Source: an optimization exercise on an open RTL-to-GDS flow (aim: small area, a short achievable clock period and few clock cycles). Production flows keep margins and buffers that such runs may drop. RTL that was checked went through simulation tests only; none was proved equivalent to the original. No functional check of the RTL was part of runs 3 to 6. Power is estimated from default activity; no workload was simulated.

==> design.v <==
package lrd_pkg;
    localparam int unsigned CFG_IDX_W = 2;
    localparam logic [31:0] RST_RECORD_MAGIC  = 32'h544B_564C;
    localparam logic [31:0] RST_MAX_KEY_LEN   = 32'h0400_0000;
    localparam logic [31:0] RST_MAX_VALUE_LEN = 32'h1000_0000;
    localparam logic [31:0] FNV_OFFSET = 32'd2166136261;
    localparam logic [2:0] K_KEY       = 3'd0;
    localparam logic [2:0] K_VALUE     = 3'd1;
    localparam logic [2:0] K_OK        = 3'd2;
    localparam logic [2:0] K_BAD_MAGIC = 3'd3;
    localparam logic [2:0] K_BAD_SIZE  = 3'd4;
    localparam logic [2:0] K_BAD_CSUM  = 3'd5;
    localparam logic [2:0] K_TORN      = 3'd6;
    localparam logic [2:0] PH_HEADER = 3'd0;
    localparam logic [2:0] PH_KEY    = 3'd1;
    localparam logic [2:0] PH_VALUE  = 3'd2;
    localparam logic [2:0] PH_CHECK  = 3'd3;
    localparam logic [2:0] PH_ERROR  = 3'd4;
endpackage
module lrd_parse (
    input  logic [31:0] i_h,
    input  logic [7:0]  i_xlo,
    output logic [31:0] o_h
);
    logic [31:0] x, t0, t1, t2, t3, t4, t5;
    logic [31:0] s1, c1, s2, c2, s3, c3, s4, c4;
    assign x  = {i_h[31:8], i_xlo};
    assign t0 = x;
    assign t1 = x << 1;
    assign t2 = x << 4;
    assign t3 = x << 7;
    assign t4 = x << 8;
    assign t5 = x << 24;
    assign s1 = t0 ^ t1 ^ t2;
    assign c1 = ((t0 & t1) | (t0 & t2) | (t1 & t2)) << 1;
    assign s2 = t3 ^ t4 ^ t5;
    assign c2 = ((t3 & t4) | (t3 & t5) | (t4 & t5)) << 1;
    assign s3 = s1 ^ c1 ^ s2;
    assign c3 = ((s1 & c1) | (s1 & s2) | (c1 & s2)) << 1;
    assign s4 = s3 ^ c3 ^ c2;
    assign c4 = ((s3 & c3) | (s3 & c2) | (c3 & c2)) << 1;
    assign o_h = s4 + c4;
endmodule
module lrd_outq #(
    parameter int unsigned DEPTH = 3,
    parameter int unsigned W     = 12
) (
    input  logic         i_clk,
    input  logic         i_rst_n,
    input  logic         i_push,
    input  logic [W-1:0] i_data,
    input  logic         i_pop,
    output logic         o_full,
    output logic         o_empty,
    output logic         o_full_next,
    output logic         o_empty_next,
    output logic [W-1:0] o_data
);
    localparam int unsigned CW = $clog2(DEPTH + 1);
    logic [W-1:0]  r_slot [DEPTH];
    logic [CW-1:0] r_count, n_count, wpos;
    logic          r_full, r_empty, pop_ok;
    assign pop_ok       = i_pop && !r_empty;
    assign n_count      = r_count + CW'(i_push) - CW'(pop_ok);
    assign o_full_next  = (n_count == CW'(DEPTH));
    assign o_empty_next = (n_count == '0);
    assign wpos         = r_count - CW'(pop_ok);
    assign o_full       = r_full;
    assign o_empty      = r_empty;
    assign o_data       = r_slot[0];
    always_ff @(posedge i_clk) begin
        if (!i_rst_n) begin
            r_count <= '0;
            r_full  <= 1'b0;
            r_empty <= 1'b1;
        end else begin
            r_count <= n_count;
            r_full  <= o_full_next;
            r_empty <= o_empty_next;
        end
    end
    always_ff @(posedge i_clk) begin
        for (int i = 0; i < DEPTH; i++) begin
            if (i_push && wpos == CW'(i))
                r_slot[i] <= i_data;
            else if (pop_ok && i + 1 < DEPTH)
                r_slot[i] <= r_slot[(i + 1 < DEPTH) ? i + 1 : i];
        end
    end
endmodule
module log_record_deframer_core #(
    parameter int unsigned QDEPTH = 2
) (
    input  logic                          i_clk,
    input  logic                          i_rst_n,
    input  logic                          i_cfg_wr_en,
    input  logic [lrd_pkg::CFG_IDX_W-1:0] i_cfg_index,
    input  logic [31:0]                   i_cfg_wr_data,
    input  logic                          i_valid,
    output logic                          o_stall,
    input  logic                          i_func,
    input  logic [7:0]                    i_log_byte,
    output logic                          o_valid,
    input  logic                          i_stall,
    output logic [2:0]                    o_kind,
    output logic [7:0]                    o_payload_byte,
    output logic [63:0]                   o_sequence_res,
    output logic                          o_tombstone,
    output logic [31:0]                   o_key_length,
    output logic [31:0]                   o_value_length,
    output logic                          o_last
);
    logic [31:0] r_magic_cfg, r_max_key, r_max_value;
    always_ff @(posedge i_clk) begin
        if (!i_rst_n) begin
            r_magic_cfg <= lrd_pkg::RST_RECORD_MAGIC;
            r_max_key   <= lrd_pkg::RST_MAX_KEY_LEN;
            r_max_value <= lrd_pkg::RST_MAX_VALUE_LEN;
        end else if (i_cfg_wr_en) begin
            case (i_cfg_index)
                2'd0:    r_magic_cfg <= i_cfg_wr_data;
                2'd1:    r_max_key   <= i_cfg_wr_data;
                2'd2:    r_max_value <= i_cfg_wr_data;
                default: ;
            endcase
        end
    end
    logic        r_in_valid, r_in_func, r_o_stall;
    logic [7:0]  in_byte;
    logic [2:0]  r_phase;
    logic [4:0]  r_hcount;
    logic        r_magic_ok, r_gt, r_kover;
    logic [63:0] r_seq;
    logic        r_tomb;
    logic [31:0] r_klen, r_vlen, r_exp, r_hash, r_rem;
    logic        r_rem_one;
    logic        go, accept;
    logic        q_full, q_empty, q_full_n, q_empty_n, push;
    logic [11:0] push_data, q_data;
    logic        check, hash_ok, chk_push;
    logic [2:0]  eph;
    logic        is_end, is_hdr, is_pay, is_key, torn, zero_torn, h24;
    logic        beat_push;
    logic [2:0]  beat_kind;
    logic        beat_last;
    logic [31:0] hash_step;
    logic [7:0]  r_xlo, hash_lo_n;
    logic        hash_init, hash_run;
    logic        kzero, vzero;
    logic [7:0]  mbyte, sbyte;
    logic        gt_in, gt_new;
    logic        bank_clr, bank_we, to_pay, key_to_val;
    logic [2:0]  n_phase;
    logic [4:0]  n_hcount;
    logic        n_in_valid, n_in_func;
    logic        n_check, n_hdr, n_pay, nr_n, ne_n;
    assign go      = r_in_valid && !r_o_stall;
    assign accept  = i_valid && !r_o_stall;
    assign o_stall = r_o_stall;
    lrd_parse u_hash (.i_h(r_hash), .i_xlo(r_xlo), .o_h(hash_step));
    assign check    = (r_phase == lrd_pkg::PH_CHECK);
    assign hash_ok  = (r_hash == r_exp);
    assign chk_push = check && !q_full;
    assign eph      = check ? (hash_ok ? lrd_pkg::PH_HEADER : lrd_pkg::PH_ERROR) : r_phase;
    assign is_end    = r_in_func;
    assign is_hdr    = (eph == lrd_pkg::PH_HEADER);
    assign is_key    = (eph == lrd_pkg::PH_KEY);
    assign is_pay    = is_key || (eph == lrd_pkg::PH_VALUE);
    assign torn      = is_pay || (is_hdr && r_hcount != 5'd0);
    assign zero_torn = (r_phase == lrd_pkg::PH_HEADER) && (r_hcount != 5'd0) && (r_hcount <= 5'd4);
    assign h24       = (r_hcount == 5'd24);
    assign kzero = (r_klen == 32'd0);
    assign vzero = (r_vlen == 32'd0);
    always_comb begin
        case (r_hcount[1:0])
            2'd0:    mbyte = r_magic_cfg[7:0];
            2'd1:    mbyte = r_magic_cfg[15:8];
            2'd2:    mbyte = r_magic_cfg[23:16];
            default: mbyte = r_magic_cfg[31:24];
        endcase
        case (r_hcount[2:0])
            3'd5:    sbyte = r_max_key[7:0];
            3'd6:    sbyte = r_max_key[15:8];
            3'd7:    sbyte = r_max_key[23:16];
            3'd0:    sbyte = r_max_key[31:24];
            3'd1:    sbyte = r_max_value[7:0];
            3'd2:    sbyte = r_max_value[15:8];
            3'd3:    sbyte = r_max_value[23:16];
            default: sbyte = r_max_value[31:24];
        endcase
        gt_in  = (r_hcount == 5'd13 || r_hcount == 5'd17) ? 1'b0 : r_gt;
        gt_new = (in_byte > sbyte) || ((in_byte == sbyte) && gt_in);
    end
    assign to_pay     = is_hdr && h24 && r_magic_ok && !r_kover && !r_gt && !(kzero && vzero);
    assign key_to_val = is_key && r_rem_one && !vzero;
    always_comb begin
        beat_push = 1'b0;
        beat_kind = lrd_pkg::K_TORN;
        beat_last = 1'b1;
        if (is_end) begin
            beat_push = torn;
        end else if (is_hdr) begin
            if (h24) begin
                if (!r_magic_ok) begin
                    beat_push = 1'b1;
                    beat_kind = lrd_pkg::K_BAD_MAGIC;
                end else if (r_kover || r_gt) begin
                    beat_push = 1'b1;
                    beat_kind = lrd_pkg::K_BAD_SIZE;
                end
            end
        end else if (is_pay) begin
            beat_push = 1'b1;
            beat_kind = is_key ? lrd_pkg::K_KEY : lrd_pkg::K_VALUE;
            beat_last = !(r_rem_one && !key_to_val);
        end
    end
    assign push = chk_push || (go && beat_push);
    always_comb begin
        if (chk_push)
            push_data = {hash_ok ? lrd_pkg::K_OK : lrd_pkg::K_BAD_CSUM, 8'd0, 1'b1};
        else if (is_end || !is_pay)
            push_data = {beat_kind, 8'd0, 1'b1};
        else
            push_data = {beat_kind, in_byte, beat_last};
    end
    always_comb begin
        n_phase  = r_phase;
        n_hcount = r_hcount;
        if (go) begin
            if (is_end) begin
                n_phase  = lrd_pkg::PH_HEADER;
                n_hcount = '0;
            end else if (is_hdr) begin
                n_phase  = lrd_pkg::PH_HEADER;
                n_hcount = r_hcount + 5'd1;
                if (h24) begin
                    n_hcount = '0;
                    if (!r_magic_ok || r_kover || r_gt)
                        n_phase = lrd_pkg::PH_ERROR;
                    else if (kzero && vzero)
                        n_phase = lrd_pkg::PH_CHECK;
                    else if (!kzero)
                        n_phase = lrd_pkg::PH_KEY;
                    else
                        n_phase = lrd_pkg::PH_VALUE;
                end
            end else if (is_pay) begin
                if (r_rem_one)
                    n_phase = key_to_val ? lrd_pkg::PH_VALUE : lrd_pkg::PH_CHECK;
                else
                    n_phase = eph;
            end else begin
                n_phase = lrd_pkg::PH_ERROR;
            end
        end else if (chk_push) begin
            n_phase = hash_ok ? lrd_pkg::PH_HEADER : lrd_pkg::PH_ERROR;
        end
    end
    assign n_in_valid = accept || (r_in_valid && !go);
    assign n_in_func  = accept ? i_func : r_in_func;
    assign n_check    = (n_phase == lrd_pkg::PH_CHECK);
    assign n_hdr      = (n_phase == lrd_pkg::PH_HEADER);
    assign n_pay      = (n_phase == lrd_pkg::PH_KEY) || (n_phase == lrd_pkg::PH_VALUE);
    assign nr_n = n_check || n_pay || (n_hdr && (n_in_func ? (n_hcount != 5'd0) : (n_hcount == 5'd24)));
    assign ne_n = n_hdr && (n_in_func ? (n_hcount != 5'd0 && n_hcount <= 5'd4) : (n_hcount == 5'd4));
    always_ff @(posedge i_clk) begin
        if (!i_rst_n) begin
            r_in_valid <= 1'b0;
            r_o_stall  <= 1'b0;
            r_phase    <= lrd_pkg::PH_HEADER;
            r_hcount   <= '0;
        end else begin
            r_in_valid <= n_in_valid;
            r_o_stall  <= n_in_valid && ((nr_n && q_full_n) || (ne_n && !q_empty_n));
            r_phase    <= n_phase;
            r_hcount   <= n_hcount;
        end
    end
    always_ff @(posedge i_clk) begin
        if (accept)
            r_in_func <= i_func;
    end
    always_ff @(posedge i_clk) begin
        if (go && !is_end && is_hdr) begin
            if (r_hcount < 5'd4)
                r_magic_ok <= ((r_hcount == 5'd0) || r_magic_ok) && (in_byte == mbyte);
            if (r_hcount >= 5'd13 && r_hcount <= 5'd20)
                r_gt <= gt_new;
            if (r_hcount == 5'd16)
                r_kover <= gt_new;
        end
    end
    assign bank_clr = go && (r_phase == lrd_pkg::PH_HEADER) &&
                      (is_end ? zero_torn : (r_hcount == 5'd4));
    assign bank_we  = r_in_valid && !is_end && (r_phase == lrd_pkg::PH_HEADER);
    always_ff @(posedge i_clk) begin
        if (bank_clr)
            r_seq[7:0] <= is_end ? 8'd0 : in_byte;
        for (int j = 1; j < 8; j++) begin
            if (bank_clr || (bank_we && r_hcount == 5'(4 + j)))
                r_seq[8*j +: 8] <= (r_hcount == 5'd4 || is_end) ? 8'd0 : in_byte;
        end
        if (bank_clr || (bank_we && r_hcount == 5'd12))
            r_tomb <= (r_hcount == 5'd12) && (in_byte != 8'd0);
        for (int j = 0; j < 4; j++) begin
            if (bank_clr || (bank_we && r_hcount == 5'(13 + j)))
                r_klen[8*j +: 8] <= (r_hcount == 5'd4 || is_end) ? 8'd0 : in_byte;
            if (bank_clr || (bank_we && r_hcount == 5'(17 + j)))
                r_vlen[8*j +: 8] <= (r_hcount == 5'd4 || is_end) ? 8'd0 : in_byte;
        end
        for (int j = 0; j < 4; j++) begin
            if (bank_we && r_hcount == 5'(21 + j))
                r_exp[8*j +: 8] <= in_byte;
        end
    end
    assign in_byte   = r_xlo ^ r_hash[7:0];
    assign hash_init = go && !is_end && is_hdr && h24;
    assign hash_run  = go && !is_end && is_pay;
    assign hash_lo_n = hash_init ? lrd_pkg::FNV_OFFSET[7:0] :
                       hash_run  ? hash_step[7:0] : r_hash[7:0];
    always_ff @(posedge i_clk) begin
        if (accept)
            r_xlo <= i_log_byte ^ hash_lo_n;
    end
    always_ff @(posedge i_clk) begin
        if (hash_init)
            r_hash <= lrd_pkg::FNV_OFFSET;
        else if (hash_run)
            r_hash <= hash_step;
        if (go && !is_end && to_pay) begin
            r_rem     <= kzero ? r_vlen : r_klen;
            r_rem_one <= kzero ? (r_vlen == 32'd1) : (r_klen == 32'd1);
        end else if (hash_run) begin
            if (key_to_val) begin
                r_rem     <= r_vlen;
                r_rem_one <= (r_vlen == 32'd1);
            end else begin
                r_rem     <= r_rem - 32'd1;
                r_rem_one <= (r_rem == 32'd2);
            end
        end
    end
    lrd_outq #(
        .DEPTH (QDEPTH),
        .W     (12)
    ) u_outq (
        .i_clk        (i_clk),
        .i_rst_n      (i_rst_n),
        .i_push       (push),
        .i_data       (push_data),
        .i_pop        (!i_stall),
        .o_full       (q_full),
        .o_empty      (q_empty),
        .o_full_next  (q_full_n),
        .o_empty_next (q_empty_n),
        .o_data       (q_data)
    );
    assign o_valid        = !q_empty;
    assign o_kind         = q_data[11:9];
    assign o_payload_byte = q_data[8:1];
    assign o_last         = q_data[0];
    assign o_sequence_res = r_seq;
    assign o_tombstone    = r_tomb;
    assign o_key_length   = r_klen;
    assign o_value_length = r_vlen;
endmodule
==> flow/run.sh <==
#!/bin/bash
# Standard layout with two changes: the port buffers are the smallest buffer cell
# (buf_1) instead of the default pick, and repair_timing aims for more setup slack than
# the flow settings allow. Every input and output port still gets its own buffer; the
# clock period and constraints are the standard flow's.
set -euo pipefail
export BUFFER_PORTS_ARGS="-buffer_cell sky130_fd_sc_hd__buf_1"
export SETUP_SLACK_MARGIN=6.0
bash standard.sh > standard_flow.log 2>&1
==> standard.sh <==
#!/bin/bash
# synth_recipe.tcl (not shown) runs the flow's synth.tcl, then flattens the netlist and writes it again
# the make line also repeats each setting of config.mk as NAME=value (left out here)
make -C /OpenROAD-flow-scripts/flow DESIGN_CONFIG=/design/flow/config.mk WORK_HOME=/design/flow/orfs CLKGATE_MAP_FILE= SYNTH_SCRIPT=/design/flow/synth_recipe.tcl "${@:-finish}"
==> config.mk <==
export PLATFORM = sky130hd
export DESIGN_NAME = log_record_deframer_core
export DESIGN_NICKNAME = log_record_deframer_core
export VERILOG_FILES = /design/flow/design.v
export SDC_FILE = /design/flow/constraint.sdc
export NUM_CORES = 4
export LEC_CHECK = 0
export CAP_MARGIN = 20
export CORE_MARGIN = 2
export CORE_UTILIZATION = 40
export CTS_CLUSTER_DIAMETER = 100
export CTS_CLUSTER_SIZE = 25
export GPL_ROUTABILITY_DRIVEN = 0
export SLEW_MARGIN = 20
==> constraint.sdc <==
create_clock -name core_clock -period 10.0 [get_ports {i_clk}]
set_input_delay 2.0000 -clock core_clock [delete_from_list [all_inputs] [get_ports {i_clk}]]
set_output_delay 2.0000 -clock core_clock [all_outputs]
set_load 0.01 [all_outputs]
==> run_results.csv, run 1 <==
group,metric,value,unit
global_route,grt_busiest_layer,"met2",
synth,ys_types,78,
die,die_h,225,um
timing,period_needed,4.10,ns
timing,hold_viol,0,
place,dp_slack,5.29,ns
worst_setup_path,critPathKind,"reg -> reg",
layout,area_growth,15.3,%
synth,syn_inst,1816,
outcome,status,"timing/DRC/antenna clean",
layout,diodes,0,
timing,fin_ws,5.90,ns
die,io_pins,191,
global_route,track_usage,22.5,%
global_route,overflow,0,
global_route,grt_max_degree,61,
cts,cts.path.max_buffers,3,
pwr,seqPwrFrac,30.8,%
synth,synth_edf_count,229,
worst_setup_path,worst-path-buf-inv,5,
pwr,ir_drop,279,uV
timing,setup_violations,0,
pwr,swShare,39.7,%
die,start_util,40.8,%
routing,vias_per_cell,5.62,
synth,ys.flop_type,"edfxtp_1",
min_path,hp-class,"reg -> reg",
cts,cts_root_buf,"clkbuf_16",
layout,fin_util,47.0,%
pwr,p_int,3.52,mW
timing,final_max_slew_viol_count,0,
synth,syn_nets,2020,
die,die_x,225,um
die,std_cell_rows,80,
worst_setup_path,crit_slowest_cell,"fa_1",
cts,cts_buffers,19,
routing,remaining_drc_errors,0,
cts,ctsHoldBuffers,0,
place,post_dp_cell_area,0.0210,mm^2
global_route,grt_util_met1,32.2,%
die,dieArea,0.0506,mm^2
pwr,netSwitchingPower,2.32,mW
cts,cts_max_level,1,
timing,skew,0.0173,ns
cts,cts_sinks,372,
timing,max_slew_margin,32.4,%
global_route,gr-usage-met3,3.52,%
worst_setup_path,crit_fanout,5,
routing,via_count,15000,
global_route,antenna_found_initial,2,
cts,clock_latency,0.55,ns
worst_setup_path,max_stage_delay,0.55,ns
layout,stdcell_area,0.0225,mm^2
place,io_buffers,190,
timing,fmax,0.244,GHz
cts,path_clk_slew,0.10,ns
pwr,leakage,8.28,nW
global_route,grt_pass1_wl,87.2,mm
routing,drt_first_pass_iters,6,
routing,antenna_left,0,
global_route,grt_pass1_vias,14300,
timing,tightest_slew,1.01,ns
worst_setup_path,critical_path_required,10.47,ns
synth,yosysSeqAreaShare,49.8,%
pwr,p_per_area,259,mW/mm^2
worst_setup_path,cp_cell_sequence,"inv_2 -> fa_1 -> fa_1 -> inv_1 -> fa_1 -> ha_4 -> nand3_2 -> o211ai_1 -> buf_4 -> buf_4 -> buf_6 -> a211oi_4 -> o21ai_1 -> a21oi_2 -> or3_1 -> a31oi_1",
routing,wl_per_cell,22.1,um
synth,avgSynthCellArea,10.8,um^2
timing,fin_crit_sh,41.0,%
flow_run,maxCapViolCount,0,
timing,finalSetupTns,0,ns
worst_setup_path,cp_top_family,"adder cells",
timing,rsz0062_at_grt,"yes",
pwr,comb_power_share,54.2,%
worst_setup_path,endpoint_kind,"flip-flop",
routing,drtIter0Drc,1516,
place,dp_hpwl,41.8,mm
pwr,p_clk_share,15.0,%
worst_setup_path,crit_top_cell,"fa_1",
die,core,0.0479,mm^2
worst_setup_path,crit_arrival,4.57,ns
layout,final_nets,2238,
routing,routed_wl,58.7,mm
synth,yosysWarnings,3,
global_route,use_met2,36.2,%
synth,synth-async-reset-ratio,0,%
worst_setup_path,start_kind,"flip-flop",
synth,synth.cell_area,0.0195,mm^2
cts,cts_tree,"done",
layout,drive_above_1_share,12.3,%
synth,ys_ff_latch,372,
-- cell type report --
class | instances | area, um^2
Fill cell | 4408 | 25400
Sequential cell | 372 | 9800
Clock buffer | 29 | 513
Tap cell | 615 | 769
Inverter | 117 | 460
Multi-Input combinational cell | 1245 | 9530
Timing Repair Buffer | 279 | 1420
Clock inverter | 4 | 45.0
-- final timing paths --
| kind | from | to | slack [ns] | cells after the start |
|---|---|---|---|---|
| setup / recovery | r_hash[15] | r_hash[23] | 5.90 | 16 |
| hold / removal | r_max_value[30] | r_max_value[30] | 0.47 | 2 |
| setup reg to reg | r_hash[15] | r_hash[23] | 5.90 | 16 |
| hold reg to reg | r_max_value[30] | r_max_value[30] | 0.47 | 2 |
-- placed cells by master, fill, tap and decap left out, types with 11 or more instances in the layout --
cell type	netlist	routed
o211ai_1	15	15
nand3_1	38	36
clkbuf_16	0	19
o21ai_0	53	41
ha_1	75	53
mux2_2	16	16
inv_1	116	96
xor2_1	61	60
buf_4	2	82
a221o_1	19	19
a21boi_0	84	84
buf_1	2	189
dfxtp_1	143	127
or3_1	11	11
dfxtp_4	0	16
nand4_1	14	14
edfxtp_1	229	229
nand2_1	301	299
nor2b_1	16	13
ha_4	0	21
inv_2	0	13
o22ai_1	13	13
a21o_1	14	14
nor3_1	23	21
nor4_1	29	28
fa_1	81	79
a222oi_1	18	18
xnor2_1	50	48
a21oi_1	52	45
nor2_1	119	115
-- timing repair --
action	CTS	global route
setup buffers	34	21
pin swaps	23	42
resized for setup	76	55
setup endpoints to repair	51	40
gates cloned	0	0
-- power groups by stage --
stage	Combinational (mW)	Sequential [mW]	Clock, mW
6_report	3.16	1.80	0.878
2_1_floorplan	1.66	1.82	0
4_1_cts	2.69	1.80	0.896
3_3_place_gp	2.20	1.84	0
5_1_grt	3.43	1.80	0.947
3_5_place_dp	2.24	1.84	0
-- logic make-up (layout without fill, tap and decap cells) --
kind of cell	count (synthesis)	count (layout)	synth area share [%]
AND/OR/NAND/NOR	612	612	14.2
flip-flops	372	372	49.8
AO/OA/AOI/OAI	345	345	12.5
buffers and inverters	199	429	4.13
adder cells (fa/ha/maj)	156	156	13.1
XOR/XNOR	111	111	4.98
multiplexers	21	21	1.18
-- worst min-delay path, stage by stage (launching register included) --
cell,delay (ns)
dfxtp_1,0.32
nand2_1,0.04
a21boi_0,0.06
-- stage by stage --
step	hold WS, ns	cells	power, mW
2_1_floorplan	0.435	1816	3.48
3_3_place_gp	0.446	2572	4.04
3_5_place_dp	0.456	2572	4.08
4_1_cts	0.472	2639	5.39
5_1_grt	0.486	2661	6.18
6_report	0.466	2661	5.84
-- routing by layer --
layer / vias to the layer above / routed length, um
li1: 6830 / -
met1: 7418 / 25500
met2: 621 / 27800
met3: 82 / 4080
met4: 0 / 1330
met5: - / 0
-- flip-flops by register name, indices dropped and copies added (netlist names), 32 cells and up --
register,flops
r_max_value,32
r_vlen,32
r_klen,32
r_magic_cfg,32
r_rem,32
r_hash,32
r_exp,32
r_max_key,32
r_seq,64
-- synthesized netlist by cell type (all sizes together), types with 9 or more instances --
master / n / area (um^2)
o211ai: 15 / 113
xor2: 61 / 534
inv: 116 / 435
a31oi: 9 / 56.3
a21o: 14 / 105
a222oi: 18 / 180
a21boi: 85 / 638
fa: 81 / 1620
a221o: 20 / 201
nand2: 301 / 1130
a21oi: 53 / 269
nor2b: 16 / 100
nor3: 25 / 135
nor4: 30 / 203
ha: 75 / 938
nand3: 38 / 190
mux2: 16 / 180
nand2b: 9 / 56.3
or3: 11 / 68.8
xnor2: 50 / 438
o21ai: 54 / 270
clkbuf: 61 / 229
dfxtp: 143 / 2860
buf: 21 / 139
edfxtp: 229 / 6880
o22ai: 13 / 81.3
nor2: 120 / 453
nand4: 15 / 100
a221oi: 10 / 87.6
Testbench counts, summed over its fixed seeds: cycles 22,746.
==> run 2: changes to the inputs <==
--- a/flow/run.sh
+++ b/flow/run.sh
@@ -7,3 +7,3 @@
 export BUFFER_PORTS_ARGS="-buffer_cell sky130_fd_sc_hd__buf_1"
-export SETUP_SLACK_MARGIN=6.0
+export SETUP_SLACK_MARGIN=6.3
 bash standard.sh > standard_flow.log 2>&1
--- a/config.mk
+++ b/config.mk
@@ -12,3 +12,2 @@
 export CTS_CLUSTER_SIZE = 25
-export GPL_ROUTABILITY_DRIVEN = 0
 export SLEW_MARGIN = 20
==> run_results.csv, run 2 <==
group,metric,value,unit
synth,avgSynthCellArea,10.8,um^2
routing,routed_wl,59.9,mm
synth,yosys.area.top_type,"edfxtp_1",
pwr,p_per_area,267,mW/mm^2
layout,regMostFlops,"r_seq",
routing,wl_per_cell,22.5,um
synth,ys.flop_type,"edfxtp_1",
worst_setup_path,max_stage_delay,0.55,ns
die,std_cell_rows,80,
routing,remaining_drc_errors,0,
worst_setup_path,start_kind,"flip-flop",
synth,yosysMostFrequentCell,"nand2_1",
timing,fin_ws,5.91,ns
cts,cts_sinks,372,
place,io_buffers,190,
cts,path_clk_slew,0.11,ns
worst_setup_path,cp_cell_sequence,"inv_2 -> fa_2 -> fa_1 -> fa_1 -> inv_2 -> ha_4 -> and4_4 -> nand2_4 -> buf_6 -> o21ai_4 -> buf_6 -> buf_6 -> a21o_1 -> a21o_1 -> xor2_1 -> nand2_1 -> a21oi_1",
synth,synth-async-reset-ratio,0,%
layout,multi_input_area,0.00965,mm^2
cts,ctsHoldBuffers,0,
synth,yosys.area.top_type_share,35.2,%
synth,syn_inst,1816,
die,io_pins,191,
cts,cts_buffers,19,
timing,hold_slack,0.469,ns
routing,vias_per_cell,5.61,
layout,diodes,0,
global_route,grt_pass1_wl,89.8,mm
layout,seq_area,0.00980,mm^2
cts,clock_latency,0.56,ns
timing,setup_violations,0,
global_route,grt_pass1_vias,14600,
cts,cts_tree,"done",
worst_setup_path,crit_slowest_cell,"fa_1",
layout,final_nets,2241,
place,place.gp.congestion,0.957,
place,dp_hpwl,42.8,mm
layout,drive_above_1_share,13.6,%
timing,rsz0062_at_grt,"yes",
outcome,status,"timing/DRC/antenna clean",
worst_setup_path,endpoint_kind,"flip-flop",
worst_setup_path,critical_path_required,10.45,ns
pwr,power,6.06,mW
global_route,overflow,0,
global_route,grt_max_degree,107,
worst_setup_path,crit_fanout,3,
cts,cts.path.max_buffers,3,
global_route,track_usage,23.2,%
timing,tightest_slew,0.994,ns
routing,drtIter0Drc,1382,
layout,final_cell_mix,"nand2_1 (298), edfxtp_1 (229), buf_1 (189)",
synth,yosysSeqAreaShare,49.8,%
timing,final_max_slew_viol_count,0,
layout,area_growth,16.3,%
die,core,0.0479,mm^2
min_path,hp-class,"reg -> reg",
die,die_x,225,um
routing,antenna_left,0,
synth,ys_top_cells_by_area,"edfxtp_1 (35%), dfxtp_1 (15%), fa_1 (8.3%), nand2_1 (5.8%), ha_1 (4.8%)",
layout,layout_commonest_cell,"nand2_1",
timing,fmax,0.244,GHz
synth,syn_nets,2020,
pwr,leakage,8.35,nW
layout,fin_cells,2665,
timing,skew,0.0348,ns
routing,drt_first_pass_iters,5,
timing,fin_crit_sh,40.9,%
timing,period_needed,4.09,ns
layout,fillers,4403,
cts,cts_root_buf,"clkbuf_16",
synth,synth_top_cells_by_count,"nand2_1 (301), edfxtp_1 (229), dfxtp_1 (143)",
timing,max_slew_margin,33.2,%
timing,hold_viol,0,
die,start_util,40.8,%
die,dieArea,0.0506,mm^2
cts,cts_max_level,1,
synth,ys_types,78,
place,dp.cells,2573,
pwr,ir_drop,276,uV
global_route,antenna_found_initial,0,
layout,largest_register_ffs,64,
synth,ys_ff_latch,372,
worst_setup_path,crit_arrival,4.54,ns
timing,finalSetupTns,0,ns
worst_setup_path,critPathKind,"reg -> reg",
routing,via_count,14900,
flow_run,maxCapViolCount,0,
synth,synth_edf_count,229,
synth,synth.cell_area,0.0195,mm^2
place,dp_slack,5.20,ns
synth,yosysWarnings,3,
worst_setup_path,crit_top_cell,"buf_6",
die,die_h,225,um
run 2: changes by cell type in the layout (fill, tap and decap cells not counted), sizes merged:
cell | before | now
clkinvlp | 4 | 1
bufinv | 0 | 1
inv | 115 | 117
buf | 278 | 282
run 2: timing repair:
item	in CTS	in global routing
pin swaps	46	49
setup endpoints to repair	84	43
setup buffers	47	11
gates resized for setup	104	45
run 2: path summary, 6_finish.rpt:
kind	from	endpoint	slack, ns	cells past startpoint
setup / recovery	r_xlo[7]	r_hash[16]	5.91	17
hold / removal	r_max_value[31]	r_max_value[31]	0.47	2
setup reg to reg	r_xlo[7]	r_hash[16]	5.91	17
hold reg to reg	r_max_value[31]	r_max_value[31]	0.47	2
run 2: cell type report:
cell class	count	area share (%)
flip-flops and latches	372	43.1
multi-input cells	1245	42.5
repair buffers	282	6.46
well taps	615	3.39
clock buffers	30	2.32
inverters	117	1.95
clock inverters	4	0.281
run 2: critical path, delay by kind of cell, from the launching register on:
family | cells | cell delay (ns)
AO/OA/AOI/OAI | 4 | 0.63
AND/OR/NAND/NOR | 3 | 0.45
flip-flops | 1 | 0.45
adder cells (fa/ha/maj) | 4 | 1.80
buffers and inverters | 5 | 0.49
XOR/XNOR | 1 | 0.18
run 2: metal layers:
metal  GRT usage, %  vias to the layer above  wire (um)  part of all wire, %
li1               -                     6828          -                    -
met1           33.6                     7463      26600                   44
met2           37.2                      580      27800                   46
met3           3.59                       71       4400                  7.3
met4           4.32                        0       1130                  1.9
met5              0                        -          0                    0
run 2: kinds of logic (layout without fill, tap and decap cells):
group           after synthesis  in the layout  share of synthesized area [%]
simple gates                612            612                           14.2
compound gates              345            345                           12.5
buf+inv                     199            433                           4.13
fa+ha+maj                   156            156                           13.1
flops                       372            372                           49.8
mux                          21             21                           1.18
xor+xnor                    111            111                           4.98
run 2: report_power, final:
group / internal [mW] / total, mW / switching (mW)
Clock: 0.401 / 0.909 / 0.508
Combinational: 1.56 / 3.35 / 1.80
Sequential: 1.73 / 1.80 / 0.0722
Total: 3.69 / 6.06 / 2.38
run 2: metrics by stage:
step                instance area [um^2]  util [%]
global placement                   21000      43.9
detailed placement                 21000      43.9
global route                       22700      47.4
CTS                                22400      46.8
finish                             22700      47.4
floorplan                          19700         -
==> run 3: changes to the inputs <==
--- a/design.v
+++ b/design.v
@@ -26,2 +26,4 @@
     logic [31:0] s1, c1, s2, c2, s3, c3, s4, c4;
+    logic [16:0] lo;
+    logic [15:0] hi0, hi1;
     assign x  = {i_h[31:8], i_xlo};
@@ -41,3 +43,6 @@
     assign c4 = ((s3 & c3) | (s3 & c2) | (c3 & c2)) << 1;
-    assign o_h = s4 + c4;
+    assign lo  = {1'b0, s4[15:0]} + {1'b0, c4[15:0]};
+    assign hi0 = s4[31:16] + c4[31:16];
+    assign hi1 = s4[31:16] + c4[31:16] + 16'd1;
+    assign o_h = {lo[16] ? hi1 : hi0, lo[15:0]};
 endmodule
--- a/flow/run.sh
+++ b/flow/run.sh
@@ -7,3 +7,3 @@
 export BUFFER_PORTS_ARGS="-buffer_cell sky130_fd_sc_hd__buf_1"
-export SETUP_SLACK_MARGIN=6.3
+export SETUP_SLACK_MARGIN=6.0
 bash standard.sh > standard_flow.log 2>&1
==> run_results.csv, run 3 <==
group,metric,value,unit
outcome,status,"timing/DRC/antenna clean",
worst_setup_path,crit_fanout,3,
cts,cts.path.max_buffers,3,
timing,fmax,0.216,GHz
pwr,p_per_area,363,mW/mm^2
timing,final_max_slew_viol_count,0,
timing,max_slew_margin,26.7,%
synth,avgSynthCellArea,10.6,um^2
global_route,grt_pass1_vias,14500,
routing,remaining_drc_errors,0,
cts,cts_sinks,372,
synth,ys_top_cells_by_area,"edfxtp_1 (35%), dfxtp_1 (15%), fa_1 (8.4%), nand2_1 (5.9%), ha_1 (4.9%)",
layout,final_nets,2260,
pwr,ir_drop,278,uV
worst_setup_path,endpoint_kind,"flip-flop",
cts,cts_max_level,1,
worst_setup_path,critical_path_required,10.48,ns
global_route,grt_max_degree,89,
global_route,grt_pass1_wl,85.0,mm
synth,ys_types,89,
synth,yosysWarnings,3,
synth,synth_xor_area_share,5.86,%
synth,synth-async-reset-ratio,0,%
global_route,antenna_found_initial,0,
routing,drt_first_pass_iters,6,
synth,synth_top_family_by_area,"simple AND/OR/NAND/NOR gates",
synth,ys_ff_latch,372,
synth,muxShareOfSynthArea,1.67,%
layout,diodes,0,
worst_setup_path,critPathKind,"reg -> reg",
die,io_pins,191,
timing,skew,0.0302,ns
synth,synth_compound_area_share,10.8,%
timing,finalSetupTns,0,ns
place,io_buffers,190,
cts,path_clk_slew,0.11,ns
routing,drtIter0Drc,1539,
global_route,track_usage,21.7,%
pwr,leakage,8.34,nW
layout,drive_above_1_share,9.97,%
cts,clock_latency,0.55,ns
synth,yosysSeqAreaShare,49.9,%
min_path,hp-class,"reg -> reg",
layout,largest_register_ffs,64,
synth,syn_inst,1833,
die,die_x,225,um
flow_run,maxCapViolCount,0,
worst_setup_path,crit_arrival,5.10,ns
routing,wl_per_cell,20.9,um
synth,synth.cell_area,0.0195,mm^2
timing,rsz0062_at_grt,"yes",
synth,ys.flop_type,"edfxtp_1",
cts,cts_root_buf,"clkbuf_16",
routing,via_count,14700,
cts,cts_buffers,18,
routing,antenna_left,0,
layout,final_cell_mix,"nand2_1 (303), edfxtp_1 (229), buf_1 (190)",
die,core,0.0479,mm^2
layout,layout_commonest_cell,"nand2_1",
layout,area_growth,14.4,%
global_route,overflow,0,
synth,yosysMostFrequentCell,"nand2_1",
die,std_cell_rows,80,
layout,fillers,4501,
place,place.gp.congestion,0.894,
routing,vias_per_cell,5.48,
layout,fin_util,46.6,%
timing,hold_slack,0.456,ns
synth,synthAdderAreaFrac,13.3,%
synth,synth_top_cells_by_count,"nand2_1 (306), edfxtp_1 (229), dfxtp_1 (143)",
synth,yosys.area.top_type_share,35.2,%
layout,fin_cells,2681,
die,die_h,225,um
timing,fin_crit_sh,46.2,%
cts,cts_tree,"done",
synth,syn_nets,2039,
pwr,power,8.09,mW
timing,tightest_slew,1.09,ns
routing,routed_wl,55.9,mm
die,start_util,40.7,%
timing,hold_viol,0,
place,dp_hpwl,40.0,mm
synth,yosys.area.top_type,"edfxtp_1",
synth,synth_edf_count,229,
timing,period_needed,4.62,ns
die,dieArea,0.0506,mm^2
place,dp.cells,2598,
cts,ctsHoldBuffers,0,
timing,setup_violations,0,
worst_setup_path,start_kind,"flip-flop",
layout,regMostFlops,"r_seq",
synth,synthSimpleGateAreaFrac,14.5,%
==> run 3: changes by cell type after synthesis, moves of 7 or more <==
| cell | before | now |
|---|---|---|
| mux2_1 | 0 | 9 |
| inv_1 | 116 | 125 |
| xor2_1 | 61 | 76 |
| a211oi_1 | 6 | 16 |
| a31oi_1 | 9 | 2 |
| a21boi_0 | 84 | 2 |
| a221o_1 | 19 | 10 |
| a21oi_1 | 52 | 126 |
| o21ai_0 | 53 | 36 |
| nor2_1 | 119 | 137 |
==> run 3: worst paths after layout <==
path,from,to,slack (ns),cells past startpoint
min,r_max_value[13],r_max_value[13],0.46,2
min reg2reg,r_max_value[13],r_max_value[13],0.46,2
max reg2reg,r_hash[16],r_hash[30],5.38,16
max,r_hash[16],r_hash[30],5.38,16
==> run 3: kinds of logic (layout without fill, tap and decap cells) <==
kind of cell / Yosys count / in the layout
buffers and inverters: 202 / 435
AOI/OAI and AO/OA: 318 / 318
xor gates and xnor gates: 129 / 129
and+or+nand+nor: 624 / 624
muxes: 30 / 30
DFF: 372 / 372
adders and majority gates: 158 / 158
==> run 3: cell type report <==
cell class                 count  area (um^2)  area share, %
tap                          615          769           3.45
sequential                   372         9780           43.8
multi-input combinational   1259         9380           42.0
timing repair buffer         274         1370           6.15
clock buffer                  31          509           2.28
clock inverter                 1         16.3         0.0729
inverter                     129          494           2.21
==> run 3: worst max-delay path, stage by stage, from the launching register on <==
cell and delay (ns):
dfxtp_4 0.37, fa_1 0.55, fa_1 0.44, fa_1 0.50, ha_4 0.19, fa_2 0.36, a211o_1 0.28, a21o_1 0.20
a2111oi_2 0.30, a21oi_1 0.10, xor2_1 0.21, nand4_1 0.18, buf_4 0.19, nor4b_4 0.23, nand3_1 0.13, xor2_1 0.16
a211oi_1 0.19
==> run 3: layer usage <==
layer  GRT usage, %  up-vias  share of wire [%]  routed length [um]
met3           2.76       57                5.8                3260
met5              0        -                  0                   0
li1               -     6842                  -                   -
met1           31.6     7311                 45               25400
met4           3.80        0                1.7                 978
met2           35.1      475                 47               26200
==> run 3: timing repair <==
action / 4_1_cts / 5_1_grt
gates resized for setup: 50 / 31
setup buffers: 33 / 18
gates cloned: 0 / 0
endpoints found under the setup margin: 41 / 67
pin swaps: 18 / 17
==> run 3: power by group <==
| group | internal (mW) | leakage [nW] | switching (mW) |
|---|---|---|---|
| registers | 1.80 | 3.26 | 0.140 |
| logic | 2.39 | 4.83 | 2.92 |
| clock network | 0.355 | 0.250 | 0.489 |
| total | 4.55 | 8.34 | 3.55 |
==> run 3: metrics by stage <==
step	setup WS (ns)	cell area, um^2
global placement	5.23	21000
global route	5.21	22300
finish	5.38	22300
floorplan	5.51	19600
CTS	5.42	22000
detailed placement	5.12	21000
==> run 4: changes to the inputs <==
--- a/design.v
+++ b/design.v
@@ -21,4 +21,7 @@
     input  logic [31:0] i_h,
+    input  logic        i_c,
     input  logic [7:0]  i_xlo,
-    output logic [31:0] o_h
+    input  logic [7:0]  i_top,
+    output logic [31:0] o_h,
+    output logic        o_c
 );
@@ -27,3 +30,2 @@
     logic [16:0] lo;
-    logic [15:0] hi0, hi1;
     assign x  = {i_h[31:8], i_xlo};
@@ -34,3 +36,3 @@
     assign t4 = x << 8;
-    assign t5 = x << 24;
+    assign t5 = {i_top, i_c, 2'b00, i_c, 2'b00, i_c, i_c, 16'd0};
     assign s1 = t0 ^ t1 ^ t2;
@@ -43,6 +45,18 @@
     assign c4 = ((s3 & c3) | (s3 & c2) | (c3 & c2)) << 1;
-    assign lo  = {1'b0, s4[15:0]} + {1'b0, c4[15:0]};
-    assign hi0 = s4[31:16] + c4[31:16];
-    assign hi1 = s4[31:16] + c4[31:16] + 16'd1;
-    assign o_h = {lo[16] ? hi1 : hi0, lo[15:0]};
+    assign lo       = {1'b0, s4[15:0]} + {1'b0, c4[15:0]};
+    assign o_h[15:0]  = lo[15:0];
+    assign o_h[31:16] = s4[31:16] + c4[31:16];
+    assign o_c      = lo[16];
+endmodule
+module lrd_hash_eq (
+    input  logic [31:0] i_h,
+    input  logic        i_c,
+    input  logic [31:0] i_e,
+    output logic        o_eq
+);
+    logic [31:0] b, d, k;
+    assign b    = {15'd0, i_c, 16'd0};
+    assign d    = i_h ^ b ^ i_e;
+    assign k    = (i_h & b) | ((i_h | b) & ~i_e);
+    assign o_eq = (d == {k[30:0], 1'b0});
 endmodule
@@ -151,3 +165,4 @@
     logic [31:0] hash_step;
-    logic [7:0]  r_xlo, hash_lo_n;
+    logic [7:0]  r_xlo, r_top, hash_lo_n, xlo_n;
+    logic        r_hc, hash_c, hash_c_n;
     logic        hash_init, hash_run;
@@ -164,5 +179,6 @@
     assign o_stall = r_o_stall;
-    lrd_parse u_hash (.i_h(r_hash), .i_xlo(r_xlo), .o_h(hash_step));
+    lrd_parse u_hash (.i_h(r_hash), .i_c(r_hc), .i_xlo(r_xlo), .i_top(r_top),
+                      .o_h(hash_step), .o_c(hash_c));
+    lrd_hash_eq u_eq (.i_h(r_hash), .i_c(r_hc), .i_e(r_exp), .o_eq(hash_ok));
     assign check    = (r_phase == lrd_pkg::PH_CHECK);
-    assign hash_ok  = (r_hash == r_exp);
     assign chk_push = check && !q_full;
@@ -326,11 +342,18 @@
                        hash_run  ? hash_step[7:0] : r_hash[7:0];
+    assign hash_c_n  = hash_init ? 1'b0 : hash_run ? hash_c : r_hc;
+    assign xlo_n     = i_log_byte ^ hash_lo_n;
     always_ff @(posedge i_clk) begin
-        if (accept)
-            r_xlo <= i_log_byte ^ hash_lo_n;
+        if (accept) begin
+            r_xlo <= xlo_n;
+            r_top <= hash_c_n ? xlo_n + 8'd1 : xlo_n;
+        end
     end
     always_ff @(posedge i_clk) begin
-        if (hash_init)
+        if (hash_init) begin
             r_hash <= lrd_pkg::FNV_OFFSET;
-        else if (hash_run)
+            r_hc   <= 1'b0;
+        end else if (hash_run) begin
             r_hash <= hash_step;
+            r_hc   <= hash_c;
+        end
         if (go && !is_end && to_pay) begin
==> run_results.csv, run 4 <==
group,metric,value,unit
timing,final_max_slew_viol_count,0,
cts,cts_tree,"done",
layout,largest_register_ffs,64,
synth,syn_nets,2136,
worst_setup_path,cp_top_family,"adder cells",
synth,ys.flop_type,"edfxtp_1",
worst_setup_path,crit_fanout,4,
synth,ys_ff_latch,381,
synth,synth_top_cells_by_count,"nand2_1 (291), edfxtp_1 (237), inv_1 (153)",
cts,cts_sinks,381,
place,dp.cells,2718,
timing,period_needed,4.15,ns
layout,final_nets,2361,
die,die_x,230,um
place,place.gp.congestion,0.993,
flow_run,maxCapViolCount,0,
worst_setup_path,crit_top_cell,"fa_1",
synth,synth.cell_area,0.0204,mm^2
place,dp_slack,5.23,ns
routing,remaining_drc_errors,0,
layout,regMostFlops,"r_seq",
routing,antenna_left,0,
global_route,grt_pass1_wl,90.2,mm
layout,layout_commonest_cell,"nand2_1",
synth,yosys.area.top_type_share,35.0,%
timing,finalSetupTns,0,ns
timing,max_slew_margin,33.5,%
synth,ys_types,92,
die,io_pins,191,
timing,fmax,0.241,GHz
layout,fillers,4622,
timing,tightest_slew,0.994,ns
pwr,leakage,8.87,nW
die,core,0.0502,mm^2
die,start_util,40.6,%
place,io_buffers,190,
global_route,grt_max_degree,89,
worst_setup_path,critPathKind,"reg -> reg",
synth,syn_inst,1899,
cts,ctsHoldBuffers,0,
routing,via_count,15400,
worst_setup_path,worst-path-buf-inv,2,
routing,drtIter0Drc,1705,
routing,vias_per_cell,5.48,
synth,yosysSeqAreaShare,49.1,%
layout,diodes,0,
cts,cts_buffers,20,
cts,cts_max_level,1,
worst_setup_path,critical_path_required,10.28,ns
timing,fin_crit_sh,41.5,%
layout,final_cell_mix,"nand2_1 (288), edfxtp_1 (237), buf_1 (190)",
timing,rsz0062_at_grt,"yes",
timing,skew,0.0357,ns
worst_setup_path,max_stage_delay,0.55,ns
cts,clock_latency,0.57,ns
place,dp_hpwl,43.2,mm
global_route,grt_pass1_vias,14800,
worst_setup_path,start_kind,"flip-flop",
worst_setup_path,cp_cell_sequence,"buf_12 -> fa_1 -> fa_1 -> fa_1 -> ha_4 -> o2111ai_2 -> nand3_2 -> o41ai_4 -> o211a_1 -> nor4_4 -> nand4_1 -> buf_4 -> xor2_2",
layout,seq_area,0.0101,mm^2
die,std_cell_rows,82,
synth,synth_edf_count,237,
cts,cts.path.max_buffers,3,
routing,wl_per_cell,21.4,um
outcome,status,"timing/DRC/antenna clean",
synth,avgSynthCellArea,10.7,um^2
global_route,antenna_found_initial,1,
timing,fin_ws,5.85,ns
synth,ys_top_cells_by_area,"edfxtp_1 (35%), dfxtp_1 (14%), fa_1 (8.6%), ha_1 (6.3%), nand2_1 (5.4%)",
synth,yosysMostFrequentCell,"nand2_1",
layout,drive_above_1_share,11.8,%
cts,cts_root_buf,"clkbuf_16",
worst_setup_path,crit_slowest_cell,"fa_1",
pwr,ir_drop,114,uV
timing,setup_violations,0,
min_path,hp-class,"reg -> reg",
cts,path_clk_slew,0.11,ns
routing,drt_first_pass_iters,9,
die,dieArea,0.0527,mm^2
layout,multi_input_area,0.00988,mm^2
die,die_h,230,um
layout,fin_util,46.7,%
worst_setup_path,endpoint_kind,"flip-flop",
synth,yosys.area.top_type,"edfxtp_1",
synth,yosysWarnings,3,
routing,routed_wl,60.0,mm
layout,fin_cells,2810,
pwr,p_per_area,187,mW/mm^2
timing,hold_viol,0,
worst_setup_path,crit_arrival,4.43,ns
global_route,overflow,0,
layout,area_growth,15.1,%
global_route,track_usage,22.1,%
synth,synth-async-reset-ratio,0,%
## run 4: routing by layer
layer  track usage (%)  wire (um)  part of all wire, %  vias to the layer above
li1                  -          -                    -                     7126
met1              32.2      26700                   45                     7602
met2              35.6      28400                   47                      606
met3              2.58       3900                  6.5                       67
met4              4.08       1000                  1.7                        2
met5                 0         14                0.023                        -
## run 4: per-stage QoR
step / instance area, um^2 / hold WS (ns) / total power, mW
floorplan: 20400 / 0.433 / 2.84
global placement: 21900 / 0.439 / 3.15
detailed placement: 21900 / 0.444 / 3.19
CTS: 23100 / 0.459 / 4.31
global route: 23400 / 0.477 / 4.66
finish: 23400 / 0.458 / 4.38
## run 4: area by class of cell
| type | count | share of cell area [%] |
|---|---|---|
| Clock inverter | 6 | 0.272 |
| Clock buffer | 30 | 2.38 |
| Inverter | 158 | 2.56 |
| Multi-Input combinational cell | 1285 | 42.2 |
| Timing Repair Buffer | 278 | 6.09 |
| Sequential cell | 381 | 42.9 |
| Tap cell | 672 | 3.59 |
## run 4: power by group
part           total (mW)  leakage (nW)  switching [mW]  internal (mW)
registers            1.79          3.36          0.0516           1.74
logic                1.66          5.21           0.903          0.756
clock network       0.937         0.298           0.534          0.403
total                4.38          8.87            1.49           2.90
## run 4: timing repair
action	in CTS	in global routing
gates resized for setup	75	44
pin swaps	48	34
buffers inserted	39	16
setup endpoints to repair	122	68
gates cloned	0	1
endpoints found under the hold margin	0	0
## run 4: final timing paths
kind	end	slack [ns]	startpoint	depth (start not counted)
min	r_magic_cfg[29]	0.46	r_magic_cfg[29]	2
max	r_top[3]	5.85	r_hash[9]	13
min reg2reg	r_magic_cfg[29]	0.46	r_magic_cfg[29]	2
max reg2reg	r_top[3]	5.85	r_hash[9]	13
## run 4: logic make-up (layout without fill, tap and decap cells)
family / after synthesis / count (layout) / synth area share, %
AOI/OAI and AO/OA: 332 / 332 / 10.6
xor gates and xnor gates: 119 / 119 / 5.16
adders and majority gates: 189 / 189 / 14.8
buffers and inverters: 234 / 472 / 4.54
DFF: 381 / 381 / 49.1
muxes: 23 / 23 / 1.22
and+or+nand+nor: 621 / 622 / 14.6
## run 4: tightest hold or removal path: cells and delay by family (launching register included)
family	cells	cell delay, ns
DFF	1	0.32
AOI/OAI and AO/OA	1	0.05
and+or+nand+nor	1	0.05
==> run 5: changes to the inputs <==
--- a/design.v
+++ b/design.v
@@ -83,4 +83,6 @@
     assign n_count      = r_count + CW'(i_push) - CW'(pop_ok);
-    assign o_full_next  = (n_count == CW'(DEPTH));
-    assign o_empty_next = (n_count == '0);
+    assign o_full_next  = (i_push && !pop_ok) ? (r_count == CW'(DEPTH - 1)) :
+                          (!i_push && pop_ok) ? 1'b0 : r_full;
+    assign o_empty_next = (i_push && !pop_ok) ? 1'b0 :
+                          (!i_push && pop_ok) ? (r_count == CW'(1)) : r_empty;
     assign wpos         = r_count - CW'(pop_ok);
@@ -171,2 +173,4 @@
     logic        gt_in, gt_new;
+    logic        r_h0, r_h3, r_h4, r_h23, r_h24, r_h1to4, r_hle3, r_hsz, r_hs0, r_h16;
+    logic        adv, rst0, hold, n_h0, n_h4, n_h24, n_h1to4;
     logic        bank_clr, bank_we, to_pay, key_to_val;
@@ -189,5 +193,5 @@
     assign is_pay    = is_key || (eph == lrd_pkg::PH_VALUE);
-    assign torn      = is_pay || (is_hdr && r_hcount != 5'd0);
-    assign zero_torn = (r_phase == lrd_pkg::PH_HEADER) && (r_hcount != 5'd0) && (r_hcount <= 5'd4);
-    assign h24       = (r_hcount == 5'd24);
+    assign torn      = is_pay || (is_hdr && !r_h0);
+    assign zero_torn = (r_phase == lrd_pkg::PH_HEADER) && r_h1to4;
+    assign h24       = r_h24;
     assign kzero = (r_klen == 32'd0);
@@ -211,3 +215,3 @@
         endcase
-        gt_in  = (r_hcount == 5'd13 || r_hcount == 5'd17) ? 1'b0 : r_gt;
+        gt_in  = r_hs0 ? 1'b0 : r_gt;
         gt_new = (in_byte > sbyte) || ((in_byte == sbyte) && gt_in);
@@ -285,4 +289,11 @@
     assign n_pay      = (n_phase == lrd_pkg::PH_KEY) || (n_phase == lrd_pkg::PH_VALUE);
-    assign nr_n = n_check || n_pay || (n_hdr && (n_in_func ? (n_hcount != 5'd0) : (n_hcount == 5'd24)));
-    assign ne_n = n_hdr && (n_in_func ? (n_hcount != 5'd0 && n_hcount <= 5'd4) : (n_hcount == 5'd4));
+    assign adv     = go && !is_end && is_hdr && !r_h24;
+    assign rst0    = go && (is_end || (is_hdr && r_h24));
+    assign hold    = !adv && !rst0;
+    assign n_h0    = rst0 || (hold && r_h0);
+    assign n_h4    = (adv && r_h3) || (hold && r_h4);
+    assign n_h24   = (adv && r_h23) || (hold && r_h24);
+    assign n_h1to4 = (adv && r_hle3) || (hold && r_h1to4);
+    assign nr_n = n_check || n_pay || (n_hdr && (n_in_func ? !n_h0 : n_h24));
+    assign ne_n = n_hdr && (n_in_func ? n_h1to4 : n_h4);
     always_ff @(posedge i_clk) begin
@@ -293,2 +304,3 @@
             r_hcount   <= '0;
+            {r_h0, r_h3, r_h4, r_h23, r_h24, r_h1to4, r_hle3, r_hsz, r_hs0, r_h16} <= 10'b1000001000;
         end else begin
@@ -298,2 +310,12 @@
             r_hcount   <= n_hcount;
+            r_h0       <= n_h0;
+            r_h3       <= (n_hcount == 5'd3);
+            r_h4       <= n_h4;
+            r_h23      <= (n_hcount == 5'd23);
+            r_h24      <= n_h24;
+            r_h1to4    <= n_h1to4;
+            r_hle3     <= (n_hcount <= 5'd3);
+            r_hsz      <= (n_hcount >= 5'd13) && (n_hcount <= 5'd20);
+            r_hs0      <= (n_hcount == 5'd13) || (n_hcount == 5'd17);
+            r_h16      <= (n_hcount == 5'd16);
         end
@@ -306,7 +328,7 @@
         if (go && !is_end && is_hdr) begin
-            if (r_hcount < 5'd4)
-                r_magic_ok <= ((r_hcount == 5'd0) || r_magic_ok) && (in_byte == mbyte);
-            if (r_hcount >= 5'd13 && r_hcount <= 5'd20)
+            if (r_hle3)
+                r_magic_ok <= (r_h0 || r_magic_ok) && (in_byte == mbyte);
+            if (r_hsz)
                 r_gt <= gt_new;
-            if (r_hcount == 5'd16)
+            if (r_h16)
                 r_kover <= gt_new;
==> run_results.csv, run 5 <==
group,metric,value,unit
synth,synth_xor_area_share,5.07,%
cts,cts_root_buf,"clkbuf_16",
timing,final_max_slew_viol_count,0,
synth,yosysSeqAreaShare,49.2,%
layout,regMostFlops,"r_seq",
synth,ys_top_cells_by_area,"edfxtp_1 (34%), dfxtp_1 (15%), fa_1 (8.4%), ha_1 (6.2%), nand2_1 (5.4%)",
pwr,swShare,37.5,%
routing,drtIter0Drc,1376,
timing,fin_ws,5.82,ns
timing,skew,0.0394,ns
synth,yosysMostFrequentCell,"nand2_1",
synth,synth_top_cells_by_count,"nand2_1 (297), edfxtp_1 (237), dfxtp_1 (154)",
routing,vias_per_cell,5.40,
pwr,seqPwrFrac,35.1,%
synth,muxShareOfSynthArea,0.997,%
flow_run,maxCapViolCount,0,
global_route,grt_pass1_wl,89.3,mm
global_route,antenna_found_initial,0,
cts,ctsHoldBuffers,0,
pwr,netSwitchingPower,1.98,mW
timing,max_slew_margin,25.8,%
worst_setup_path,rr_endpoint,"r_top[7]",
outcome,status,"timing/DRC/antenna clean",
pwr,p_clk_share,17.9,%
synth,ys_ff_latch,391,
synth,syn_nets,2132,
worst_setup_path,endpoint_kind,"flip-flop",
worst_setup_path,crit_arrival,4.49,ns
place,place.gp.congestion,0.874,
layout,final_nets,2348,
global_route,track_usage,21.5,%
die,dieArea,0.0536,mm^2
min_path,hp-class,"reg -> reg",
worst_setup_path,max_stage_delay,0.50,ns
die,die_x,232,um
synth,synth.cell_area,0.0207,mm^2
routing,via_count,15100,
synth,synth_compound_area_share,11.8,%
synth,yosys.area.top_type_share,34.4,%
pwr,ir_drop,143,uV
synth,yosysWarnings,3,
min_path,hp-start,"r_max_value[29]",
cts,cts_buffers,20,
cts,cts.path.max_buffers,3,
timing,tightest_slew,1.11,ns
cts,cts_max_level,1,
min_path,whs_endpoint,"r_max_value[29]",
cts,clock_latency,0.57,ns
worst_setup_path,reg2regPathDepth,14,
synth,ys.flop_type,"edfxtp_1",
routing,wl_per_cell,20.7,um
layout,fin_cells,2803,
layout,stdcell_area,0.0236,mm^2
synth,synthSimpleGateAreaFrac,13.6,%
worst_setup_path,timing.rr.start,"r_xlo[6]",
worst_setup_path,start_kind,"flip-flop",
layout,layout_commonest_cell,"nand2_1",
synth,ys_types,77,
routing,drt_first_pass_iters,5,
global_route,overflow,0,
place,dp_hpwl,41.3,mm
synth,avgSynthCellArea,10.9,um^2
synth,synth_edf_count,237,
place,io_buffers,190,
routing,remaining_drc_errors,0,
layout,final_cell_mix,"nand2_1 (294), edfxtp_1 (237), buf_1 (189)",
global_route,grt_pass1_vias,15100,
layout,diodes,0,
worst_setup_path,crit_slowest_cell,"edfxtp_1",
worst_setup_path,critPathKind,"reg -> reg",
layout,largest_register_ffs,64,
die,start_util,40.4,%
timing,fmax,0.240,GHz
worst_setup_path,r2r_setup_slack,5.82,ns
worst_setup_path,critical_path_required,10.32,ns
timing,period_needed,4.18,ns
die,core,0.0513,mm^2
worst_setup_path,crit_top_cell,"fa_1",
timing,hold_viol,0,
pwr,leakage,8.83,nW
synth,synth-async-reset-ratio,0,%
timing,fin_crit_sh,41.8,%
global_route,grt_max_degree,119,
min_path,hold_depth,2,
timing,setup_violations,0,
routing,antenna_left,0,
pwr,p_per_area,223,mW/mm^2
layout,drive_above_1_share,11.0,%
routing,routed_wl,58.1,mm
layout,fin_util,46.0,%
cts,path_clk_slew,0.10,ns
timing,finalSetupTns,0,ns
place,post_dp_cell_area,0.0223,mm^2
place,dp.cells,2722,
cts,cts_tree,"done",
die,die_h,232,um
synth,synthAdderAreaFrac,14.6,%
die,io_pins,191,
pwr,comb_power_share,47.0,%
cts,cts_sinks,391,
place,dp_slack,5.34,ns
die,std_cell_rows,83,
synth,synth_top_family_by_area,"adder cells",
synth,syn_inst,1894,
timing,rsz0062_at_grt,"yes",
pwr,p_int,3.29,mW
layout,area_growth,13.9,%
synth,yosys.area.top_type,"edfxtp_1",
worst_setup_path,cp_cell_sequence,"buf_4 -> fa_1 -> fa_1 -> fa_1 -> ha_4 -> and3_4 -> a21oi_4 -> a31oi_4 -> a41oi_2 -> a21oi_2 -> o2111ai_2 -> a2111oi_2 -> nand4_1 -> xnor2_1",
worst_setup_path,crit_fanout,4,
-- run 5: cell types whose count changed in the layout (fill, tap and decap cells not counted), sizes merged, moves of 10 or more --
cell,delta
a21boi,+82
a221o,+28
a21oi,-81
nor2,-32
o22ai,-19
a221oi,-10
a22o,+13
dfxtp,+10
-- run 5: metrics by stage --
stage                     hold slack, ns  power (mW)
after CTS                          0.471        5.17
after global routing               0.496        5.62
after global placement             0.443        3.92
after floorplan                    0.435        3.46
after detailed placement           0.453        3.96
final                              0.469        5.27
-- run 5: per-layer routing --
metal / global-route usage, % / wire length [um] / vias to the layer above
li1: - / - / 7077
met1: 30.3 / 26300 / 7556
met2: 35.5 / 27500 / 420
met3: 2.26 / 2770 / 82
met4: 5.75 / 1630 / 0
met5: 0 / 0 / -
-- run 5: worst max-delay path by stage --
stage              start        to  depth (start not counted)
2_1_floorplan   r_xlo[5]  r_top[7]                         13
3_3_place_gp        r_hc  r_top[1]                         11
3_5_place_dp    r_xlo[5]  r_top[7]                         13
4_1_cts        r_hash[8]  r_top[7]                         14
5_1_grt         r_xlo[6]  r_top[7]                         13
6_report        r_xlo[6]  r_top[7]                         14
-- run 5: critical path: cells and delay by family (launching register included) --
family	cells	cell delay, ns
AND/OR/NAND/NOR	2	0.34
AO/OA/AOI/OAI	6	1.09
flip-flops	1	0.50
adder cells (fa/ha/maj)	4	1.65
XOR/XNOR	1	0.15
buffers and inverters	1	0.19
-- run 5: area by class of cell --
cell class              instances  area, um^2
clock inverters                 5        56.3
fillers                      4875       27700
inverters                     155         591
clock buffers                  30         538
well taps                     680         851
multi-input cells            1266        9910
repair buffers                276        1380
flip-flops and latches        391       10300
-- run 5: timing repair --
action	CTS	global route
buffers inserted	42	4
endpoints found under the setup margin	71	69
gates resized for setup	77	33
cloned	0	0
pin swaps	39	16
-- run 5: logic make-up after synthesis --
family,after synthesis
multiplexers,19
buffers and inverters,237
AND/OR/NAND/NOR,605
AO/OA/AOI/OAI,332
adder cells (fa/ha/maj),190
flip-flops,391
XOR/XNOR,120
-- run 5: power by group through the flow --
stage | Clock [mW] | Sequential (mW) | Combinational (mW)
floorplan | 0 | 1.87 | 1.59
global placement | 0 | 1.89 | 2.02
detailed placement | 0 | 1.89 | 2.06
CTS | 0.963 | 1.85 | 2.35
global route | 1.01 | 1.86 | 2.75
finish | 0.944 | 1.85 | 2.48
==> run 6: changes to the inputs <==
--- a/design.v
+++ b/design.v
@@ -21,7 +21,4 @@
     input  logic [31:0] i_h,
-    input  logic        i_c,
     input  logic [7:0]  i_xlo,
-    input  logic [7:0]  i_top,
-    output logic [31:0] o_h,
-    output logic        o_c
+    output logic [31:0] o_h
 );
@@ -29,3 +26,2 @@
     logic [31:0] s1, c1, s2, c2, s3, c3, s4, c4;
-    logic [16:0] lo;
     assign x  = {i_h[31:8], i_xlo};
@@ -36,3 +32,3 @@
     assign t4 = x << 8;
-    assign t5 = {i_top, i_c, 2'b00, i_c, 2'b00, i_c, i_c, 16'd0};
+    assign t5 = x << 24;
     assign s1 = t0 ^ t1 ^ t2;
@@ -45,18 +41,3 @@
     assign c4 = ((s3 & c3) | (s3 & c2) | (c3 & c2)) << 1;
-    assign lo       = {1'b0, s4[15:0]} + {1'b0, c4[15:0]};
-    assign o_h[15:0]  = lo[15:0];
-    assign o_h[31:16] = s4[31:16] + c4[31:16];
-    assign o_c      = lo[16];
-endmodule
-module lrd_hash_eq (
-    input  logic [31:0] i_h,
-    input  logic        i_c,
-    input  logic [31:0] i_e,
-    output logic        o_eq
-);
-    logic [31:0] b, d, k;
-    assign b    = {15'd0, i_c, 16'd0};
-    assign d    = i_h ^ b ^ i_e;
-    assign k    = (i_h & b) | ((i_h | b) & ~i_e);
-    assign o_eq = (d == {k[30:0], 1'b0});
+    assign o_h = s4 + c4;
 endmodule
@@ -167,4 +148,3 @@
     logic [31:0] hash_step;
-    logic [7:0]  r_xlo, r_top, hash_lo_n, xlo_n;
-    logic        r_hc, hash_c, hash_c_n;
+    logic [7:0]  r_xlo, hash_lo_n;
     logic        hash_init, hash_run;
@@ -183,5 +163,4 @@
     assign o_stall = r_o_stall;
-    lrd_parse u_hash (.i_h(r_hash), .i_c(r_hc), .i_xlo(r_xlo), .i_top(r_top),
-                      .o_h(hash_step), .o_c(hash_c));
-    lrd_hash_eq u_eq (.i_h(r_hash), .i_c(r_hc), .i_e(r_exp), .o_eq(hash_ok));
+    lrd_parse u_hash (.i_h(r_hash), .i_xlo(r_xlo), .o_h(hash_step));
+    assign hash_ok  = (r_hash == r_exp);
     assign check    = (r_phase == lrd_pkg::PH_CHECK);
@@ -364,18 +343,11 @@
                        hash_run  ? hash_step[7:0] : r_hash[7:0];
-    assign hash_c_n  = hash_init ? 1'b0 : hash_run ? hash_c : r_hc;
-    assign xlo_n     = i_log_byte ^ hash_lo_n;
     always_ff @(posedge i_clk) begin
-        if (accept) begin
-            r_xlo <= xlo_n;
-            r_top <= hash_c_n ? xlo_n + 8'd1 : xlo_n;
-        end
+        if (accept)
+            r_xlo <= i_log_byte ^ hash_lo_n;
     end
     always_ff @(posedge i_clk) begin
-        if (hash_init) begin
+        if (hash_init)
             r_hash <= lrd_pkg::FNV_OFFSET;
-            r_hc   <= 1'b0;
-        end else if (hash_run) begin
+        else if (hash_run)
             r_hash <= hash_step;
-            r_hc   <= hash_c;
-        end
         if (go && !is_end && to_pay) begin
==> run_results.csv, run 6 <==
group,metric,value,unit
die,die_x,226,um
cts,cts_max_level,1,
cts,clock_latency,0.56,ns
pwr,power,5.06,mW
cts,cts_root_buf,"clkbuf_16",
die,std_cell_rows,81,
global_route,grt_pass1_wl,86.9,mm
flow_run,maxCapViolCount,0,
place,place.gp.congestion,0.896,
routing,drt_first_pass_iters,8,
timing,fin_crit_sh,43.0,%
synth,ys_types,79,
synth,avgSynthCellArea,10.8,um^2
synth,syn_nets,2035,
layout,final_cell_mix,"nand2_1 (310), edfxtp_1 (229), buf_1 (189)",
min_path,hp-class,"reg -> reg",
pwr,ir_drop,192,uV
die,io_pins,191,
worst_setup_path,cp_cell_sequence,"buf_6 -> ha_1 -> inv_1 -> fa_1 -> fa_1 -> inv_1 -> ha_4 -> a21oi_2 -> o21ai_2 -> a221o_1 -> o21a_1 -> o21a_1 -> buf_4 -> buf_6 -> o21ai_2 -> nand2b_1 -> xnor2_2 -> o211ai_1",
synth,ys_ff_latch,382,
synth,synth.cell_area,0.0198,mm^2
outcome,status,"timing/DRC/antenna clean",
cts,cts_buffers,20,
cts,cts_tree,"done",
layout,layout_commonest_cell,"nand2_1",
die,die_h,226,um
synth,synth-async-reset-ratio,0,%
cts,path_clk_slew,0.11,ns
synth,yosysSeqAreaShare,50.3,%
worst_setup_path,crit_slowest_cell,"fa_1",
synth,yosys.area.top_type,"edfxtp_1",
global_route,grt_pass1_vias,14600,
global_route,track_usage,22.2,%
synth,yosys.area.top_type_share,34.8,%
worst_setup_path,start_kind,"flip-flop",
global_route,antenna_found_initial,2,
layout,final_nets,2286,
synth,yosysWarnings,3,
die,core,0.0488,mm^2
synth,yosysMostFrequentCell,"nand2_1",
worst_setup_path,crit_fanout,6,
routing,vias_per_cell,5.52,
timing,hold_viol,0,
worst_setup_path,endpoint_kind,"flip-flop",
worst_setup_path,critPathKind,"reg -> reg",
routing,antenna_left,0,
timing,finalSetupTns,0,ns
routing,via_count,15200,
routing,remaining_drc_errors,0,
run 6: cell types whose count changed in the layout (fill, tap and decap cells not counted), sizes merged, moves of 9 or more:
cell,previous run,this run
buf,276,309
o22ai,2,19
a22o,14,2
nand2,297,312
inv,155,111
nor2,82,123
ha,103,76
and3,18,6
xor2,38,29
run 6: metal layers:
layer / vias to the layer above / share of wire, % / track usage (%) / routed length (um)
li1: 6949 / - / - / -
met1: 7631 / 44 / 31.6 / 26000
met2: 545 / 47 / 35.0 / 27600
met3: 90 / 6.2 / 3.33 / 3680
met4: 2 / 2.7 / 6.56 / 1610
met5: - / 0.022 / 0 / 13
run 6: repair_timing:
item                       in CTS  in global routing
pin swaps                      67                 36
setup endpoints to repair      16                 31
hold buffers                    0                  0
buffers inserted               63                 21
gates resized for setup        89                 39
gates cloned                    0                  1
run 6: where the power goes:
group / leakage (nW) / switching [mW] / internal, mW
Combinational: 4.86 / 1.23 / 1.08
Clock: 0.308 / 0.537 / 0.422
Sequential: 3.37 / 0.0505 / 1.74
run 6: final timing paths:
check                           slack, ns  cells after the start             from              end
worst max register to register       5.70                     18         r_xlo[6]       r_hash[20]
worst max-delay path                 5.70                     18         r_xlo[6]       r_hash[20]
worst min-delay path                 0.47                      2  r_magic_cfg[25]  r_magic_cfg[25]
worst min register to register       0.47                      2  r_magic_cfg[25]  r_magic_cfg[25]
run 6: worst max-delay path, delay by kind of cell, from the launching register on:
family                     cells  cell delay [ns]
AOI/OAI and AO/OA              7             1.27
xor gates and xnor gates       1             0.21
adders and majority gates      4             1.49
buffers and inverters          5             0.60
DFF                            1             0.49
and+or+nand+nor                1             0.10
run 6: logic make-up after synthesis:
group                      after synthesis  synth area share (%)
buffers and inverters                  194                  3.84
AOI/OAI and AO/OA                      346                  12.8
xor gates and xnor gates               117                  5.19
muxes                                   16                 0.893
and+or+nand+nor                        618                  13.9
DFF                                    382                  50.3
adders and majority gates              157                  13.0
run 6: metrics by stage:
stage / hold slack, ns / setup slack, ns / std cells / area [um^2] / utilization (%)
2_1_floorplan: 0.435 / 5.95 / 1830 / 19900 / -
6_report: 0.468 / 5.70 / 2759 / 23300 / 47.7
4_1_cts: 0.471 / 5.74 / 2737 / 22900 / 46.9
5_1_grt: 0.491 / 5.56 / 2759 / 23300 / 47.7
3_3_place_gp: 0.449 / 5.42 / 2638 / 21400 / 43.8
3_5_place_dp: 0.456 / 5.37 / 2638 / 21400 / 43.8
run 6: cell type report:
type | instances | area (um^2)
Clock buffer | 33 | 592
Clock inverter | 3 | 45.0
Fill cell | 4537 | 25600
Inverter | 112 | 435
Multi-Input combinational cell | 1254 | 9710
Sequential cell | 382 | 10000
Tap cell | 664 | 831
Timing Repair Buffer | 310 | 1660
Timing Repair inverter | 1 | 5.00

Check on run 6: ideal ports give 5.697 ns setup slack; a clkbuf_16 on the clock port and buf_2 on the inputs give 5.697 ns; moving port delays by the midpoint clock arrival (0.611 ns) as well gives 5.697 ns.
